This is an optimization exercise on Yosys and OpenROAD, whose aim is small area and a short achievable clock period, not a production implementation.
At most, simulation tests tie the RTL to the original design; equivalence was not proved.

== cedar ==
Design nn_mac_engine, start of the top module:
module nn_mac_engine #(
  parameter int unsigned DW      = 8,
  parameter int unsigned N_LANES = 4,
  parameter int unsigned ACC_W   = 24,
  parameter int unsigned LEN_W   = 8,
  parameter int unsigned SH_W    = 5
) (
  input  logic                    clk,
  input  logic                    rst,
  input  logic                    start,
  input  logic [LEN_W-1:0]        len,
  input  logic [SH_W-1:0]         shift,
  input  logic                    relu_en,
  input  logic [N_LANES*DW-1:0]   in_a,
  input  logic [N_LANES*DW-1:0]   in_b,
  input  logic                    in_valid,
  output logic                    in_ready,
  output logic [DW-1:0]           out_data,
  output logic                    out_valid,
  input  logic                    out_ready,
  output logic                    busy,
  output logic                    done
);
For scale: about 95 I/O pins, ~11,000 um^2 of cells after synthesis.
export LEC_CHECK = 0
export ABC_CLOCK_PERIOD_IN_PS = 4000
export CAP_MARGIN = 10
export CORE_MARGIN = 2
export CORE_UTILIZATION = 40
export PLACE_DENSITY = 0.6
export SETUP_SLACK_MARGIN = 3.5
export SLEW_MARGIN = 10
export SYNTH_HIERARCHICAL = 1
create_clock -name core_clock -period 7.5 [get_ports {clk}]
standard.sh (not shown) runs the stock make flow with config.mk's settings and CLKGATE_MAP_FILE= SYNTH_SCRIPT=/design/flow/synth_recipe.tcl, a recipe that flattens the netlist after the stock synthesis.
==> flow/flow/run.sh <==
#!/bin/bash
# Layout flow: the standard layout (standard.sh, unchanged synthesis), except that the
# buffers ORFS puts on the ports are the smallest plain buffer, buf_1, instead of the default
# delay-style buffer; the resizer may still size them up where timing needs it.
set -euo pipefail
bash standard.sh BUFFER_PORTS_ARGS="-buffer_cell sky130_fd_sc_hd__buf_1" finish > standard.log 2>&1
For zinc, these inputs were changed with respect to cedar:
Settings: changing SETUP_SLACK_MARGIN from 3.5 to 3.4; changing SLEW_MARGIN from 10 to 20; changing CAP_MARGIN from 10 to 20.
Results
Per the comparison of zinc with cedar, global-route usage has decreased, wire length has decreased, iteration-0 DRC count of the detailed router has decreased.
## Diff of input files: xenon against zinc
Settings: changing SETUP_SLACK_MARGIN from 3.4 to 3.6.
==> comparison <==
xenon reports its master of the slowest instance on the critical path as sky130_fd_sc_hd__fa_1 while zinc reports sky130_fd_sc_hd__fa_2.
Maximum frequency, xenon vs zinc: up by a few percent
xenon vs zinc — clock period minus final worst setup slack dropped 91 ps.
In the reports for xenon and zinc, the larger number of post-CTS setup repair buffers belongs to xenon.
Changes observed in xenon relative to zinc: final instance area increased 3.0%; detailed-route wire length per cell down about 2.5%.
Between xenon and zinc, the area fraction of clock buffers and clock inverters figures differ only marginally.
When the final numbers for xenon and zinc were put side by side, the utilization turned out to be smaller in zinc.
Of xenon and zinc, it is xenon that has the lower sequential fraction of total cell area.
Diff zinc -> xenon | number of nets in the finished design | increase of about 1%

* * *

run a:
Another version of the RTL of nn_mac_engine (not shown whole).
Size: about 110 flip-flops, ~12000 sq um of cells after synthesis.
==> flow/design.v (excerpt) <==
module nn_mac_engine #(
  parameter int unsigned DW      = 8,
  parameter int unsigned N_LANES = 4,
  parameter int unsigned ACC_W   = 24,
  parameter int unsigned LEN_W   = 8,
  parameter int unsigned SH_W    = 5
) (
  input  logic                    clk,
  input  logic                    rst,
  input  logic                    start,
  input  logic [LEN_W-1:0]        len,
  input  logic [SH_W-1:0]         shift,
  input  logic                    relu_en,
  input  logic [N_LANES*DW-1:0]   in_a,
  input  logic [N_LANES*DW-1:0]   in_b,
  input  logic                    in_valid,
  output logic                    in_ready,
  output logic [DW-1:0]           out_data,
  output logic                    out_valid,
  input  logic                    out_ready,
  output logic                    busy,
  output logic                    done
);
Settings: LEC_CHECK=0, ABC_CLOCK_PERIOD_IN_PS=3500, CAP_MARGIN=20, CORE_MARGIN=2, CORE_UTILIZATION=40, PLACE_DENSITY=0.6, SETUP_SLACK_MARGIN=3.8, SLEW_MARGIN=20, SYNTH_HIERARCHICAL=1; clock period 7.5 ns.
Scripts as last shown in full above: flow/flow/run.sh
Here is what was changed in the inputs of run b compared with run a.
# run a
export LEC_CHECK = 0
export ABC_CLOCK_PERIOD_IN_PS = 3500
export CAP_MARGIN = 20
export CORE_MARGIN = 2
export CORE_UTILIZATION = 40
export PLACE_DENSITY = 0.6
export SETUP_SLACK_MARGIN = 3.8
export SLEW_MARGIN = 20
export SYNTH_HIERARCHICAL = 1
create_clock -name core_clock -period 7.5 [get_ports {clk}]
# run b
export LEC_CHECK = 0
export ABC_CLOCK_PERIOD_IN_PS = 4000
export CAP_MARGIN = 20
export CORE_MARGIN = 2
export CORE_UTILIZATION = 40
export PLACE_DENSITY = 0.6
export SETUP_SLACK_MARGIN = 3.5
export SLEW_MARGIN = 20
export SYNTH_HIERARCHICAL = 1
create_clock -name core_clock -period 7.5 [get_ports {clk}]
Notes after the runs:
- Summary: with run a as the reference, overall routed net length in run b moved up by a few percent.
- Across run b and run a, the outcome is the same: a clean finish for every run.
- Changes observed in run b relative to run a: clock-buffer cell count decreased 1; worst-case headroom to the max-slew limit lost 23 points.
Function was not checked in any run of this note: the RTL went through the layout flow alone.

[re-timing with driven ports]
No port has a modelled driver above. Below, the same layouts with a new extraction and two added sets of constraints. Step 1 sets driving cells, clkbuf_16 on the clock port and buf_2 on the other inputs (assumed; they add their load-dependent delay and slew). Step 2, shift: input delay + t, output delay - t, t = (earliest + latest rising clock arrival at the registers) / 2. This alone moves slack from input paths to output paths. Slacks: ideal / step 1 / step 2; pairs: ideal / step 1.
run | shift t [ns] | slack for setup (ns) | worst hold slack (ns)
cedar | 0.396 | 3.566 / 3.566 / 3.199 | 0.537 / 0.537 / 0.537
zinc | 0.402 | 3.490 / 3.490 / 3.155 | 0.546 / 0.546 / 0.546
xenon | 0.388 | 3.582 / 3.580 / 3.254 | 0.539 / 0.539 / 0.539
run a | 0.400 | 3.518 / 3.472 / 3.112 | 0.560 / 0.560 / 0.560
run b | 0.404 | 3.473 / 3.471 / 3.066 | 0.550 / 0.550 / 0.550
After both steps setup and hold are still met in every run listed. For run b, which loses most, drivers alone change the setup slack by -0.002 ns; drivers and shift together by -0.407 ns.
